This design comes from an exercise in tuning for small area and few clock cycles on the open sky130 flow, not from production work. The RTL was checked by simulation tests, not by an equivalence proof against the original design. No activity file was given, so power comes from the tool's default toggle rates.

Setup of willow:
==> flow/design.v <==
`default_nettype none
package dmem_pkg;
    localparam int rob_w       = 5;
    localparam int prf_w       = 6;
    localparam int cache_lines = 32;  
    localparam logic [1:0] bus_none  = 2'h0;
    localparam logic [1:0] bus_load  = 2'h1;  
    localparam logic [1:0] bus_store = 2'h2;
    localparam logic [1:0] size_byte   = 2'h0;
    localparam logic [1:0] size_half   = 2'h1;
    localparam logic [1:0] size_word   = 2'h2;
    localparam logic [1:0] size_double = 2'h3;
    typedef union packed {
        logic [15:0] word;
        struct packed {
            logic [7:0] tag;
            logic [4:0] index;
            logic [2:0] offset;
        } fields;
    } dmem_addr_t;
    function automatic logic [31:0] load_align(
        input logic [63:0] blk,
        input logic [2:0]  offset,
        input logic [1:0]  size
    );
        logic [63:0] sh;
        sh = blk >> {offset, 3'b000};
        case (size)
            size_byte: load_align = {24'h0, sh[7:0]};
            size_half: load_align = {16'h0, sh[15:0]};
            default:   load_align = sh[31:0];  
        endcase
    endfunction
    function automatic logic [31:0] load_align_nat(
        input logic [63:0] blk,
        input logic [2:0]  offset,
        input logic [1:0]  size
    );
        logic [7:0]  b0;
        logic [7:0]  b1;
        logic [15:0] hi;
        b0 = blk[{offset, 3'b000} +: 8];
        b1 = blk[{offset[2:1], 4'b1000} +: 8];
        hi = offset[2] ? blk[63:48] : blk[31:16];
        load_align_nat = {size[1] ? hi : 16'h0, size != size_byte ? b1 : 8'h0, b0};
    endfunction
endpackage
`default_nettype wire
`timescale 1ns/1ps
`default_nettype none
module lsq #(
    parameter int n  = 2,
    parameter int nf = 2
) (
    input  logic                               clock,
    input  logic                               reset,
    input  logic                               except,
    input  logic                               ld_en,
    input  logic [1:0]                         ld_size,
    input  logic [dmem_pkg::rob_w-1:0]         ld_rob_idx,
    input  logic [dmem_pkg::prf_w-1:0]         ld_prf_idx,
    input  logic                               st_en,
    input  logic [1:0]                         st_size,
    input  logic [31:0]                        st_data,
    input  logic [dmem_pkg::rob_w-1:0]         st_rob_idx,
    input  logic                               commit,
    input  logic                               alu_is_valid,
    input  logic [dmem_pkg::rob_w-1:0]         alu_rob_idx,
    input  logic [31:0]                        alu_data,
    input  logic [3:0]                         mem2proc_response,
    input  logic [63:0]                        mem2proc_data,
    input  logic [3:0]                         mem2proc_tag,
    output logic                               can_take,
    output logic                               cdb_valid_out,
    output logic [31:0]                        cdb_data_out,
    output logic [dmem_pkg::prf_w-1:0]         cdb_prf_idx_out,
    output logic [dmem_pkg::rob_w-1:0]         cdb_rob_idx_out,
    output logic [1:0]                         dmem_command,
    output logic [15:0]                        dmem_addr,
    output logic [1:0]                         dmem_size,
    output logic [63:0]                        dmem_data
);
    localparam int cw = $clog2(n + 1);
    logic [n-1:0]               e_valid;
    logic [n-1:0]               e_st;      
    logic [n-1:0]               e_ak;      
    logic [15:0]                e_addr  [n];
    logic [1:0]                 e_size  [n];
    logic [dmem_pkg::rob_w-1:0] e_rob   [n];
    logic [31:0]                e_pay   [n];  
    logic [n-1:0]               e_older [n];
    logic [cw-1:0]              credits;      
    logic [nf-1:0]              f_valid;
    logic [3:0]                 f_tag   [nf];
    logic [2:0]                 f_off   [nf];
    logic [1:0]                 f_size  [nf];
    logic [dmem_pkg::rob_w-1:0] f_rob   [nf];
    logic [dmem_pkg::prf_w-1:0] f_prf   [nf];
    logic [n-1:0] older_m [n];
    always_comb begin
        for (int e = 0; e < n; e++) older_m[e] = e_older[e] & ~(n'(1) << e);
    end
    logic flush;
    assign flush = reset || except;
    logic [n-1:0] amatch;    
    logic [n-1:0] same_blk;  
    logic         a_st;      
    logic [n-1:0] a_row;     
    always_comb begin
        a_st  = 1'b0;
        a_row = '0;
        for (int e = 0; e < n; e++) begin
            amatch[e]   = alu_is_valid && e_valid[e] && !e_ak[e] && e_rob[e] == alu_rob_idx;
            same_blk[e] = e_addr[e][15:3] == alu_data[15:3];
            if (amatch[e]) begin
                a_st  = a_st | e_st[e];
                a_row = a_row | older_m[e];
            end
        end
        a_row = a_row & (~e_ak | same_blk);
    end
    logic [nf-1:0] hit;
    logic [2:0]    r_off;
    logic [1:0]    r_size;
    always_comb begin
        r_off           = '0;
        r_size          = '0;
        cdb_prf_idx_out = '0;
        cdb_rob_idx_out = '0;
        for (int f = 0; f < nf; f++) begin
            hit[f] = f_valid[f] && f_tag[f] == mem2proc_tag;
            if (hit[f]) begin
                r_off           = r_off | f_off[f];
                r_size          = r_size | f_size[f];
                cdb_prf_idx_out = cdb_prf_idx_out | f_prf[f];
                cdb_rob_idx_out = cdb_rob_idx_out | f_rob[f];
            end
        end
    end
    assign cdb_valid_out = |hit;
    assign cdb_data_out  = dmem_pkg::load_align_nat(mem2proc_data, r_off, r_size);
    logic [n-1:0]  l_ready;
    logic [n-1:0]  ld_pick;
    logic [n-1:0]  st_head;
    logic [nf-1:0] f_free1;   
    logic          f_room;
    logic          ld_go;
    logic          byp_ok;
    logic          byp_go;
    logic          st_want;
    logic          st_go;
    logic [n-1:0]  bus_sel;
    logic          accepted;
    logic [n-1:0]  written;
    logic [n-1:0]  sent;      
    logic [nf-1:0] f_alloc;
    always_comb begin
        ld_pick = '0;
        for (int e = 0; e < n; e++) begin
            l_ready[e] = e_valid[e] && !e_st[e] && e_ak[e] && older_m[e] == '0;
            st_head[e] = e_valid[e] && e_st[e] && older_m[e] == '0;
        end
        for (int e = n - 1; e >= 0; e--) begin
            if (l_ready[e]) ld_pick = n'(1) << e;
        end
        f_free1 = '0;
        for (int f = nf - 1; f >= 0; f--) begin
            if (!f_valid[f] || hit[f]) f_free1 = nf'(1) << f;
        end
    end
    assign f_room  = !(&(f_valid & ~hit));
    assign ld_go   = |l_ready && f_room;
    assign byp_ok  = |amatch && !a_st && a_row == '0 && f_room;
    assign st_want = |st_head && (credits != '0 || commit);
    assign st_go   = st_want && !ld_go && !byp_ok;
    assign byp_go  = byp_ok && !ld_go && !st_go;
    assign bus_sel = st_go ? st_head : ld_pick;
    always_comb begin
        dmem_addr = '0;
        dmem_size = '0;
        dmem_data = '0;
        for (int e = 0; e < n; e++) begin
            if (bus_sel[e]) begin
                dmem_addr = dmem_addr | e_addr[e];
                dmem_size = dmem_size | e_size[e];
            end
            if (st_head[e]) dmem_data[31:0] = dmem_data[31:0] | e_pay[e];
        end
        if (byp_go) dmem_addr = alu_data[15:0];
    end
    assign dmem_command = st_go ? dmem_pkg::bus_store :
                          (ld_go || byp_go) ? dmem_pkg::bus_load : dmem_pkg::bus_none;
    assign accepted = mem2proc_response != 4'h0;
    assign written  = (st_go && accepted) ? st_head : '0;
    assign sent     = !accepted ? '0 : ld_go ? ld_pick : byp_go ? amatch : '0;
    assign f_alloc  = (|sent) ? f_free1 : '0;
    logic [2:0]                 m_off;
    logic [1:0]                 m_size;
    logic [dmem_pkg::rob_w-1:0] m_rob;
    logic [dmem_pkg::prf_w-1:0] m_prf;
    always_comb begin
        m_size = '0;
        m_rob  = '0;
        m_prf  = '0;
        for (int e = 0; e < n; e++) begin
            if (sent[e]) begin
                m_size = m_size | e_size[e];
                m_rob  = m_rob | e_rob[e];
                m_prf  = m_prf | e_pay[e][5:0];
            end
        end
        m_off = dmem_addr[2:0];
    end
    logic [n-1:0] alloc;
    logic [n-1:0] valid_nx;
    always_comb begin
        alloc = '0;
        for (int e = n - 1; e >= 0; e--) begin
            if (!e_valid[e]) alloc = n'(1) << e;
        end
        if (!(ld_en || st_en)) alloc = '0;
        valid_nx = (e_valid | alloc) & ~(written | sent);
    end
    always_ff @(posedge clock) begin
        if (flush) begin
            e_valid  <= '0;
            f_valid  <= '0;
            credits  <= '0;
            can_take <= 1'b1;
        end else begin
            e_valid  <= valid_nx;
            f_valid  <= (f_valid & ~hit) | f_alloc;   
            credits  <= credits + cw'(commit) - cw'(|written);
            can_take <= !(&valid_nx);
        end
    end
    always_ff @(posedge clock) begin
        for (int f = 0; f < nf; f++) begin
            if (f_alloc[f]) begin
                f_tag[f]  <= mem2proc_response;
                f_off[f]  <= m_off;
                f_size[f] <= m_size;
                f_rob[f]  <= m_rob;
                f_prf[f]  <= m_prf;
            end
        end
        for (int e = 0; e < n; e++) begin
            e_older[e] <= older_m[e] & ~written;
            if (amatch[e]) begin
                e_ak[e]   <= 1'b1;
                e_addr[e] <= alu_data[15:0];
                if (!e_st[e]) e_older[e] <= a_row & ~written;
            end
            if (a_st && !e_st[e] && e_ak[e]) begin
                e_older[e] <= older_m[e] & ~written & ~(amatch & ~{n{same_blk[e]}});
            end
            if (alloc[e]) begin
                e_st[e]    <= st_en;
                e_ak[e]    <= 1'b0;
                e_size[e]  <= ld_en ? ld_size : st_size;
                e_rob[e]   <= ld_en ? ld_rob_idx : st_rob_idx;
                e_pay[e]   <= {st_data[31:6], ld_en ? ld_prf_idx : st_data[5:0]};
                e_older[e] <= e_valid & e_st & ~written;
            end
        end
    end
endmodule
`default_nettype wire
`timescale 1ns/1ps
`default_nettype none
module dmem #(
    parameter int lsq_size = 8
) (
    input  logic                               clock,
    input  logic                               reset,
    input  logic                               except,
    input  logic                               ld_en,
    input  logic [1:0]                         ld_size,
    input  logic [dmem_pkg::rob_w-1:0]         ld_rob_idx,
    input  logic [dmem_pkg::prf_w-1:0]         ld_prf_idx,
    input  logic                               st_en,
    input  logic [1:0]                         st_size,
    input  logic [31:0]                        st_data,
    input  logic [dmem_pkg::rob_w-1:0]         st_rob_idx,
    input  logic                               commit,
    input  logic                               alu_is_valid,
    input  logic [dmem_pkg::rob_w-1:0]         alu_rob_idx,
    input  logic [31:0]                        alu_data,
    input  logic [3:0]                         mem2proc_response,  
    input  logic [63:0]                        mem2proc_data,
    input  logic [3:0]                         mem2proc_tag,
    output logic [$clog2(lsq_size):0]          lsq_num_free,
    output logic                               cdb_valid_out,
    output logic [31:0]                        cdb_data_out,
    output logic [dmem_pkg::prf_w-1:0]         cdb_prf_idx_out,
    output logic [dmem_pkg::rob_w-1:0]         cdb_rob_idx_out,
    output logic [1:0]                         dmem_command,
    output logic [15:0]                        dmem_addr,
    output logic [1:0]                         dmem_size,
    output logic [63:0]                        dmem_data
);
    logic can_take;
    lsq lsq_inst (
        .clock, .reset, .except,
        .ld_en, .ld_size, .ld_rob_idx, .ld_prf_idx,
        .st_en, .st_size, .st_data, .st_rob_idx,
        .commit,
        .alu_is_valid, .alu_rob_idx, .alu_data,
        .mem2proc_response, .mem2proc_data, .mem2proc_tag,
        .can_take,
        .cdb_valid_out, .cdb_data_out, .cdb_prf_idx_out, .cdb_rob_idx_out,
        .dmem_command, .dmem_addr, .dmem_size, .dmem_data
    );
    assign lsq_num_free = {{$clog2(lsq_size){1'b0}}, can_take};
endmodule
`default_nettype wire
Settings: LEC_CHECK=0, CAP_MARGIN=20, CORE_MARGIN=2, CORE_UTILIZATION=40, SLEW_MARGIN=20; clock period 10.0 ns.
standard.sh (not shown) runs the stock make flow with config.mk's settings and CLKGATE_MAP_FILE= SYNTH_SCRIPT=/design/flow/synth_recipe.tcl, a recipe that flattens the netlist after the stock synthesis.
==> flow/flow/run.sh <==
#!/bin/bash
# The standard layout, with the smallest buffer on every port instead of the
# resizer's default pick, and a clock tree without dummy loads. Each tool's
# output stays in the logs ORFS writes under orfs/logs/; make's own output
# goes to flow_make.log.
set -euo pipefail
export BUFFER_PORTS_ARGS="-buffer_cell sky130_fd_sc_hd__buf_1"
export CTS_ARGS="-sink_clustering_enable -repair_clock_nets -sink_clustering_size 25 -sink_clustering_max_diameter 100 -dont_use_dummy_load -buf_list sky130_fd_sc_hd__clkbuf_8"
bash standard.sh > flow_make.log 2>&1
Testbench counts of willow, summed over its fixed seeds: cycles 62,774.
Inputs modified between willow and yarrow:
diff --git a/flow/design.v b/flow/design.v
--- a/flow/design.v
+++ b/flow/design.v
@@ -111,7 +111,7 @@
         a_row = '0;
         for (int e = 0; e < n; e++) begin
             amatch[e]   = alu_is_valid && e_valid[e] && !e_ak[e] && e_rob[e] == alu_rob_idx;
-            same_blk[e] = e_addr[e][15:3] == alu_data[15:3];
+            same_blk[e] = e_addr[e][10:3] == alu_data[10:3];
             if (amatch[e]) begin
                 a_st  = a_st | e_st[e];
                 a_row = a_row | older_m[e];
Results
Compared with willow, yarrow instantiates a smaller number of cells.
On total sequential power, willow tracks yarrow almost exactly.
Comparing yarrow and willow, the lower global routing usage on met3 was measured on yarrow.
yarrow: largest stage delay on the critical path higher than willow
In the flow results for yarrow and willow, the initial antenna violation count is larger on yarrow.
yarrow against willow: wire length went up, setup violation total in the final timing report has remained practically unchanged.
Setup slack in yarrow is larger than in willow.
Of the two values seen for highest routed metal layer, met5 was produced by willow and met4 by yarrow.
yarrow — hold slack 0.025 ns higher, willow as reference
Global-route usage in yarrow vs willow: up 0.18 points
Testbench counts of yarrow, summed over its fixed seeds: cycles 62,772.

-- separate check: timing with driven ports --
How much do the figures lean on ideal ports? The routed layouts below were timed once more, with nothing changed but the port constraints. Step 1, drivers: a clkbuf_16 drives clock and a buf_2 each remaining input, both assumed. Step 2 also shifts input and output timing later by t, the mid clock arrival at the registers, as if the neighbouring blocks saw the same clock. a / b / c = ideal ports / drivers / drivers and shift; a / b = the first two.
run	shift t [ns]	setup WS [ns]	hold WS [ns]	worst setup path at the end	pins driven straight from the clock port
willow	0.472	2.823 / 2.787 / 2.787	0.498 / 0.498 / 0.498	input to output	1
yarrow	0.456	2.913 / 2.867 / 2.867	0.523 / 0.523 / 0.523	input to output	1
After both steps setup and hold are still met in every run listed. The setup slack of yarrow, which loses most, moves by -0.046 ns with the drivers and by -0.046 ns with both steps.
